From an optimization exercise on the open Yosys and OpenROAD flow, aimed at small area, a short achievable clock period and few clock cycles; shortcuts taken in it are not production practice.
Where RTL was checked, it was by simulation tests only, not by an equivalence proof against the original.
No activity file was given, so power comes from the tool's default toggle rates.

==> flow/design.v <==
module axi_bram2axis_amux #(
  parameter int W = 26
) (
  input  logic         sel,
  input  logic [W-1:0] c,
  input  logic [W-1:0] b,
  output logic [W-1:0] y
);
  assign y = b ^ (c & {W{sel}});
endmodule
module axi_bram2axis #(
  parameter int AXI_DATA_WIDTH      = 512,
  parameter int AXI_XFER_SIZE_WIDTH = 32,
  parameter int BRAM_ADDR_WIDTH     = 32,
  parameter int BRAM_DATA_WIDTH     = 512,
  parameter int BRAM_DELAY          = 2,
  parameter int FIFO_DEPTH          = BRAM_DELAY + 2
) (
  input  logic                           clk,
  input  logic                           rst,
  input  logic                           i_bs2a_start,
  output logic                           o_bs2a_done,
  input  logic [AXI_XFER_SIZE_WIDTH-1:0] i_bs2a_data_size_bytes,
  output logic                           o_bs2a_rden,
  output logic [BRAM_ADDR_WIDTH-1:0]     o_bs2a_rdaddr,
  input  logic [BRAM_DATA_WIDTH-1:0]     i_bs2a_rddata,
  output logic                           m_axis_tvalid,
  input  logic                           m_axis_tready,
  output logic [AXI_DATA_WIDTH-1:0]      m_axis_tdata,
  output logic                           m_axis_tlast
);
  localparam int NW = AXI_XFER_SIZE_WIDTH - 6;
  localparam int GW = 4;
  localparam int NG = (NW + GW - 1) / GW;
  logic          done_q;    
  logic          rden_q;    
  logic          vld_q;     
  logic          last_q;    
  logic [NG-1:0] en_q;      
  logic [NW-1:0] w_q;       
  logic [NW-1:0] rem_q;     
  logic [NW-1:0] n_in, cy, rem_dec, addr;
  logic          go, acc, vld_d, last_d, en_d, rem_en;
  assign n_in = i_bs2a_data_size_bytes[AXI_XFER_SIZE_WIDTH-1:6];
  assign go   = i_bs2a_start && (n_in != '0);
  assign acc  = vld_q && m_axis_tready;
  assign vld_d  = rden_q && !done_q && !acc;
  assign last_d = vld_q ? last_q : (rem_q == NW'(1));
  assign en_d   = vld_d && !last_d;
  assign rem_en = !vld_q && rden_q;
  always_comb begin
    for (int i = 0; i < NW; i++) begin
      logic [NW-1:0] lo, glo;
      lo         = (NW'(1) << i) - NW'(1);
      glo        = lo & ~((NW'(1) << (i / GW * GW)) - NW'(1));
      cy[i]      = en_q[i / GW] && &(w_q | ~glo);
      rem_dec[i] = rem_q[i] ^ (rem_en && &(~rem_q | ~lo));
    end
  end
  axi_bram2axis_amux #(.W(NW)) u_amux (
    .sel(m_axis_tready), .c(cy), .b(w_q), .y(addr)
  );
  assign o_bs2a_rden   = !done_q;
  assign o_bs2a_rdaddr = BRAM_ADDR_WIDTH'(addr);
  assign o_bs2a_done   = done_q;
  assign m_axis_tvalid = vld_q;
  assign m_axis_tdata  = i_bs2a_rddata;
  assign m_axis_tlast  = last_q;
  always_ff @(posedge clk) begin
    if (rst) begin
      done_q <= 1'b1;
      rden_q <= 1'b0;
      vld_q  <= 1'b0;
      en_q   <= '0;
    end else begin
      rden_q <= o_bs2a_rden;
      vld_q  <= vld_d;
      for (int g = 0; g < NG; g++)
        en_q[g] <= en_d && &(w_q | ~((NW'(1) << (g * GW)) - NW'(1)));
      if (done_q) begin
        if (go) done_q <= 1'b0;
      end else if (acc && last_q) begin
        done_q <= 1'b1;
      end
    end
  end
  always_ff @(posedge clk) begin
    if (rst || done_q) w_q <= '0;
    else               w_q <= addr;
  end
  always_ff @(posedge clk) begin
    rem_q  <= done_q ? n_in : rem_dec;
    last_q <= last_d;
  end
endmodule
clock: 5.0 ns
lec_check: 0
cap_margin: 20
core_area: 5 5 385 385
cts_buf_list: sky130_fd_sc_hd__clkbuf_8
cts_cluster_diameter: 100
cts_cluster_size: 50
die_area: 0 0 390 390
setup_slack_margin: 2.5
slew_margin: 20
synth_hierarchical: 1
synth_minimum_keep_size: 0
standard.sh (not shown) runs the stock make flow with config.mk's settings and CLKGATE_MAP_FILE= SYNTH_SCRIPT=/design/flow/synth_recipe.tcl, a recipe that flattens the netlist after the stock synthesis.
==> flow/flow/run.sh <==
#!/bin/bash
# The standard layout, with three changes:
# - the port buffers are buf_2 cells instead of the resizer's default (a slow
#   delay cell);
# - the control ports are kept together on one stretch of the bottom edge
#   (flow/pins.tcl), next to the logic between them;
# - the clock tree is built without dummy loads.
set -euo pipefail
export BUFFER_PORTS_ARGS="-buffer_cell sky130_fd_sc_hd__buf_2"
export PRE_IO_PLACEMENT_TCL="$PWD/flow/pins.tcl"
export CTS_ARGS="-sink_clustering_enable -repair_clock_nets -sink_clustering_size 50 -sink_clustering_max_diameter 100 -buf_list sky130_fd_sc_hd__clkbuf_8 -dont_use_dummy_load"
bash standard.sh > standard.log 2>&1
==> flow/flow/pins.tcl <==
# Keep the control ports on one stretch of the bottom edge.
set_io_pin_constraint -region bottom:145-245 -pin_names [get_ports {
  clk rst i_bs2a_start i_bs2a_data_size_bytes* o_bs2a_done o_bs2a_rden
  o_bs2a_rdaddr* m_axis_tvalid m_axis_tready m_axis_tlast}]
Testbench counts at the start, summed over its fixed seeds: cycles 13,562.
Next try:
--- a/flow/flow/run.sh
+++ b/flow/flow/run.sh
@@ -10,3 +10,3 @@
 export PRE_IO_PLACEMENT_TCL="$PWD/flow/pins.tcl"
-export CTS_ARGS="-sink_clustering_enable -repair_clock_nets -sink_clustering_size 50 -sink_clustering_max_diameter 100 -buf_list sky130_fd_sc_hd__clkbuf_8 -dont_use_dummy_load"
+export CTS_ARGS="-sink_clustering_enable -repair_clock_nets -sink_clustering_size 50 -sink_clustering_max_diameter 100 -buf_list sky130_fd_sc_hd__clkbuf_4 -dont_use_dummy_load"
 bash standard.sh > standard.log 2>&1
CTS_BUF_LIST = sky130_fd_sc_hd__clkbuf_4   (was sky130_fd_sc_hd__clkbuf_8)
SETUP_SLACK_MARGIN = 2.4   (was 2.5)
Effect:
- design area fell by 6.2%
- total power is lower by about 10%
- worst hold slack gains 0.0032 ns
Next try:
--- a/flow/flow/run.sh
+++ b/flow/flow/run.sh
@@ -10,3 +10,3 @@
 export PRE_IO_PLACEMENT_TCL="$PWD/flow/pins.tcl"
-export CTS_ARGS="-sink_clustering_enable -repair_clock_nets -sink_clustering_size 50 -sink_clustering_max_diameter 100 -buf_list sky130_fd_sc_hd__clkbuf_4 -dont_use_dummy_load"
+export CTS_ARGS="-sink_clustering_enable -repair_clock_nets -sink_clustering_size 50 -sink_clustering_max_diameter 100 -buf_list sky130_fd_sc_hd__clkbuf_8 -dont_use_dummy_load"
 bash standard.sh > standard.log 2>&1
CTS_BUF_LIST = sky130_fd_sc_hd__clkbuf_8   (was sky130_fd_sc_hd__clkbuf_4)
SETUP_SLACK_MARGIN = 2.6   (was 2.4)
TNS_END_PERCENT = 10   (was default)
=> Non-clock buffer count grows by 3; power grows by roughly a tenth; global-route usage grows by 0.70 points; synthesized area does not change; via count shrinks by a few percent; setup slack improves by 0.059 ns.
Next try:
SETUP_SLACK_MARGIN = 2.4   (was 2.6)
TNS_END_PERCENT = default   (was 10)
Result: Die area is unchanged; worst setup slack gets worse by 0.052 ns; sequential cell count is unchanged; synthesized cell count is unchanged; routed wire length goes down by about 7%; cell area goes down by 5.0%.
Next try:
SETUP_SLACK_MARGIN = 2.5   (was 2.4)
TNS_END_PERCENT = 10   (was default)
Global-route usage goes up by 0.89 points.
Wire length goes up by 10%.
Core utilization stays flat.
Non-clock buffer count stays the same.
Area after synthesis is unchanged.

* * *

rev 12:
Another version of the RTL of axi_bram2axis (not shown whole).
Size: roughly 890 cells after synthesis, about 7700 um2 of cells after synthesis.
export LEC_CHECK = 0
export CAP_MARGIN = 20
export CORE_AREA = 5 5 385 385
export DIE_AREA = 0 0 390 390
export SETUP_SLACK_MARGIN = 2.4
export SLEW_MARGIN = 20
export SYNTH_HIERARCHICAL = 1
export SYNTH_MINIMUM_KEEP_SIZE = 0
create_clock -name core_clock -period 5.0 [get_ports {clk}]
==> flow/flow/run.sh <==
#!/bin/bash
# The standard layout, with the port buffers made from buf_2 cells instead of
# the buffer the resizer picks by default (a slow delay cell).
set -euo pipefail
export BUFFER_PORTS_ARGS="-buffer_cell sky130_fd_sc_hd__buf_2"
bash standard.sh > standard.log 2>&1
Every stage of rev 12 finished as expected; the final checks, on the other hand, flagged negative setup slack, which means the layout fails.
Modified inputs, rev 13 compared to rev 12
Settings: a deleted SETUP_SLACK_MARGIN that had been 2.4.
### Flow results
[rev 13] flow finished | final checks: failed | reasons: negative setup slack
Status: final-layout clock-cell area share parity (rev 12, rev 13)
Compared rev 13 against rev 12; worst hold slack within noise.
Taking rev 12 as the reference, in rev 13 overall power of the completed layout went down; clock-pin slew on the worst setup and hold paths held; critical path depth has remained practically unchanged.
Rev 13 vs. rev 12: cell depth of the worst flop-to-flop path went down by about 3.6%.
No functional check of the RTL was part of any run of this note.

* * *

Another version of the RTL of axi_bram2axis (not shown whole).
Size in the first run: ~1,000 cells after synthesis, about 1,100 I/O pins, ~0.0080 mm^2 of cells after synthesis.
export LEC_CHECK = 0
export CAP_MARGIN = 20
export CORE_AREA = 5 5 385 385
export CTS_BUF_LIST = sky130_fd_sc_hd__clkbuf_8
export CTS_CLUSTER_DIAMETER = 100
export CTS_CLUSTER_SIZE = 50
export DIE_AREA = 0 0 390 390
export SETUP_SLACK_MARGIN = 2.2
export SLEW_MARGIN = 20
create_clock -name core_clock -period 5.0 [get_ports {clk}]
==> flow/flow/run.sh <==
#!/bin/bash
# The standard layout, with three changes:
# - the port buffers are buf_2 cells instead of the resizer's default (a slow
#   delay cell);
# - the control ports are kept together on one stretch of the bottom edge
#   (flow/pins.tcl), next to the logic between them;
# - after the standard synthesis, the read-address muxes (select m_axis_tready)
#   are rewritten as a NAND2 and an OAI21 cell (flow/nandmux2.py), a faster path from the
#   select to the output with the same function.
set -euo pipefail
export BUFFER_PORTS_ARGS="-buffer_cell sky130_fd_sc_hd__buf_2"
export PRE_IO_PLACEMENT_TCL="$PWD/flow/pins.tcl"
R=orfs/results/sky130hd/axi_bram2axis/base
bash standard.sh synth > synth.log 2>&1
python3 flow/nandmux2.py "$R/1_2_yosys.v" > nandmux.log 2>&1
rm -f "$R/1_synth.odb" "$R/1_synth.sdc"
bash standard.sh > standard.log 2>&1
Scripts as last shown in full above: flow/flow/pins.tcl
Other scripts of this flow, unchanged in this note and not shown: flow/flow/nandmux2.py
Testbench counts at the start, summed over its fixed seeds: cycles 13,562.
Next try:
SETUP_SLACK_MARGIN = 2.5   (was 2.2)
What happened: Total power rose by about 3.5%. Die area is unchanged. Clock-buffer cell count climbs by 2. Cell count hardly moves.

* * *

xenon:
Another version of the RTL of axi_bram2axis (not shown whole).
For scale: about 56 flip-flops, ~7500 sq um of cells after synthesis.
Settings: LEC_CHECK=0, CAP_MARGIN=20, CORE_MARGIN=2, CORE_UTILIZATION=40, SLEW_MARGIN=20; clock period 5.0 ns.
run.sh (not shown) runs the stock make flow with config.mk's settings and CLKGATE_MAP_FILE= SYNTH_SCRIPT=/design/flow/synth_recipe.tcl, a recipe that flattens the netlist after the stock synthesis.
Stock flow here: none of the scripts above is used.
As the logs show, xenon stopped at I/O pin placement (3_2_place_iop) after a tool error, so it never reached the end of the flow.
Testbench counts of xenon, summed over its fixed seeds: cycles 13,371.
Inputs modified between xenon and maple:
Settings: CORE_AREA: unset -> 5 5 385 385; DIE_AREA: unset -> 0 0 390 390; ABC_CLOCK_PERIOD_IN_PS: unset -> 1500; CORE_UTILIZATION: 40 -> unset; SETUP_SLACK_MARGIN: unset -> 2.6; CORE_MARGIN: 2 -> unset.
[summary]
Delta (maple minus xenon): simple-gate portion of the synthesized area did not really move; mux cell area share after synthesis held; post-synthesis average cell area was more or less identical; post-synthesis instance area stayed essentially flat; number of cells produced by synthesis ~0 delta.
maple ended with less initial core utilization than xenon.
From xenon to maple, proportion of synthesized chip area in sequential cells did not move at all.
maple vs. xenon: die outline height went up, site row count saw an increase, die boundary width saw an increase, post-synthesis compound-gate area fraction saw little to no change.
maple did not stop at any stage, and its layout met the timing, DRC and antenna checks.
Relative to maple, the following input files were edited for delta:
Settings: ABC_CLOCK_PERIOD_IN_PS no longer set, was 1500; SETUP_SLACK_MARGIN no longer set, was 2.6.
Results
Changes observed in delta relative to maple: post-synthesis cell area did not really move; routed via count divided by cell count went down; global-route usage went down; power spent charging and discharging nets went down; number of tap cells added at floorplan did not really move. Looking at setup slack of the critical path after layout across maple and delta, the one that comes out lower is delta.
Here is what was changed in the inputs of cedar compared with delta.
Settings: SETUP_SLACK_MARGIN newly set to 2.6.
--- outcome ---
Relative to delta, worst max-slew margin expressed relative to the limit increased by 7.0 points in cedar. Signed area change from the synthesized netlist to the final layout for cedar is higher than for delta. Via count of the first global-routing pass was higher in cedar than in delta. From delta to cedar the numbers moved as follows: cell area grew by about 14%, number of logic stages on the critical path including buffering grew by 1, total detailed-routing wirelength grew by 3.2%, final worst-path cycle share shrank by 28 points.

* * *

== the baseline ==
Another version of the RTL of axi_bram2axis (not shown whole).
For scale: ~1100 cells after synthesis, about 82 flip-flops, about 1100 I/O pins, roughly 0.0090 sq mm of cells after synthesis.
make LEC_CHECK=0 CAP_MARGIN=20 CORE_AREA='5 5 385 385' DIE_AREA='0 0 390 390' SETUP_SLACK_MARGIN=3.0 SLEW_MARGIN=20 finish   # period 5.0 ns
Looking at the reports, the baseline completed the entire flow and the layout it produced met the timing, DRC and antenna checks.
diff inputs: the baseline => the candidate
# the baseline
export LEC_CHECK = 0
export CAP_MARGIN = 20
export CORE_AREA = 5 5 385 385
export DIE_AREA = 0 0 390 390
export SETUP_SLACK_MARGIN = 3.0
export SLEW_MARGIN = 20
create_clock -name core_clock -period 5.0 [get_ports {clk}]
# the candidate
export LEC_CHECK = 0
export CAP_MARGIN = 20
export CORE_AREA = 5 5 385 385
export DIE_AREA = 0 0 390 390
export SETUP_SLACK_MARGIN = 2.6
export SLEW_MARGIN = 20
create_clock -name core_clock -period 5.0 [get_ports {clk}]
## What came out
Result for the candidate and the baseline: all clean
Going from the baseline to the candidate, non-clock buffer count shows an increase of 1.8%; time the final worst path needs with I/O delays and setup shows an increase of 410 ps; arrival time of data at the critical path endpoint +410 ps; first-pass GRT wire length climbed 12000 microns; placement-stage worst setup slack down 700 ps.
Function was not checked in any run of this note: the RTL went through the layout flow alone.

* * *

axi_bram2axis, a different RTL version from the one above (not shown whole).
Size: ~82 flip-flops, ~1100 I/O pins.
Design axi_bram2axis, start of the top module:
module axi_bram2axis #(
  parameter int AXI_DATA_WIDTH      = 512,
  parameter int AXI_XFER_SIZE_WIDTH = 32,
  parameter int BRAM_ADDR_WIDTH     = 32,
  parameter int BRAM_DATA_WIDTH     = 512,
  parameter int BRAM_DELAY          = 2,
  parameter int FIFO_DEPTH          = BRAM_DELAY + 2
) (
  input  logic                           clk,
  input  logic                           rst,
  input  logic                           i_bs2a_start,
  output logic                           o_bs2a_done,
  input  logic [AXI_XFER_SIZE_WIDTH-1:0] i_bs2a_data_size_bytes,
  output logic                           o_bs2a_rden,
  output logic [BRAM_ADDR_WIDTH-1:0]     o_bs2a_rdaddr,
  input  logic [BRAM_DATA_WIDTH-1:0]     i_bs2a_rddata,
  output logic                           m_axis_tvalid,
  input  logic                           m_axis_tready,
  output logic [AXI_DATA_WIDTH-1:0]      m_axis_tdata,
  output logic                           m_axis_tlast
);
Settings: LEC_CHECK=0, CAP_MARGIN=20, CORE_AREA=5 5 385 385, DIE_AREA=0 0 390 390, SETUP_SLACK_MARGIN=2.4, SLEW_MARGIN=20; clock period 5.0 ns.
standard.sh (not shown) runs the stock make flow with config.mk's settings and CLKGATE_MAP_FILE= SYNTH_SCRIPT=/design/flow/synth_recipe.tcl, a recipe that flattens the netlist after the stock synthesis.
==> flow/flow/run.sh <==
#!/bin/bash
# The standard layout, with the port buffers made from buf_2 cells instead of
# the buffer the resizer picks by default (a slow delay cell).
set -euo pipefail
export BUFFER_PORTS_ARGS="-buffer_cell sky130_fd_sc_hd__buf_2"
bash standard.sh > standard.log 2>&1
The baseline passed the timing, DRC and antenna checks.
Rerun with:
==> flow/run.sh (new file) <==
#!/bin/bash
# synth_recipe.tcl (not shown) runs the flow's synth.tcl, then flattens the netlist and writes it again
# the make line also repeats each setting of config.mk as NAME=value (left out here)
make -C /OpenROAD-flow-scripts/flow DESIGN_CONFIG=/design/flow/config.mk WORK_HOME=/design/flow/orfs CLKGATE_MAP_FILE= SYNTH_SCRIPT=/design/flow/synth_recipe.tcl finish
removed: flow/flow/run.sh
removed: flow/standard.sh
What happened: Worst setup slack improved by 0.0098 ns. Worst hold slack improved by 0.018 ns. Global-route usage came out higher by 0.10 points. Synthesized area does not change. Sequential cell count does not change. Final area came out higher by 9.0%. Clock-buffer cell count is unchanged. Final cell count came out higher by 1.6%. Synthesized cell count stays the same. Sequential power is about the same. Wire length came out higher by 1.6%.
No functional check of the RTL was part of any run of this note.

-- port drivers added, routing unchanged --
Ports are ideal in the flow. The routed layouts listed here were re-timed in OpenROAD. Step 1: set_driving_cell puts a clkbuf_16 on clk and a buf_2 on each other input, an assumption about the parent block. Step 2 also shifts input and output timing later by t, the mid clock arrival at the registers, as if the neighbouring blocks saw the same clock. Three values: ideal ports, drivers, drivers and shift; two values: the first two.
run | shift t [ns] | setup slack, ns | worst setup path after step 2
the first run of note 1 | 0.373 | 2.455 / 2.179 / 2.167 | input to register
the second run of note 1 | 0.422 | 2.422 / 2.278 / 2.278 | input to output
the third run of note 1 | 0.367 | 2.482 / 2.177 / 2.177 | input to output
the fourth run of note 1 | 0.366 | 2.430 / 2.269 / 2.269 | input to output
the fifth run of note 1 | 0.367 | 2.463 / 2.227 / 2.227 | input to output
rev 12 | 0.380 | -1.065 / -1.127 / -0.747 | register to output
rev 13 | 0.378 | -1.073 / -1.127 / -0.749 | register to output
the first run of note 3 | 0.397 | 2.246 / 2.206 / 2.206 | input to output
the second run of note 3 | 0.393 | 2.502 / 2.184 / 2.184 | input to output
maple | 0.390 | 1.708 / 1.649 / 1.649 | input to output
delta | 0.392 | 0.312 / 0.285 / 0.285 | input to output
cedar | 0.390 | 1.708 / 1.649 / 1.649 | input to output
the baseline | 0.385 | 1.910 / 1.715 / 1.715 | input to output
the candidate | 0.445 | 1.501 / 1.434 / 1.434 | input to output
the first run of note 6 | 0.380 | 1.841 / 1.841 / 1.841 | register to register
the second run of note 6 | 0.377 | 1.851 / 1.851 / 1.692 | input to register
The setup slack of the second run of note 3, which loses most, moves by -0.318 ns with the drivers and by -0.318 ns with both steps.
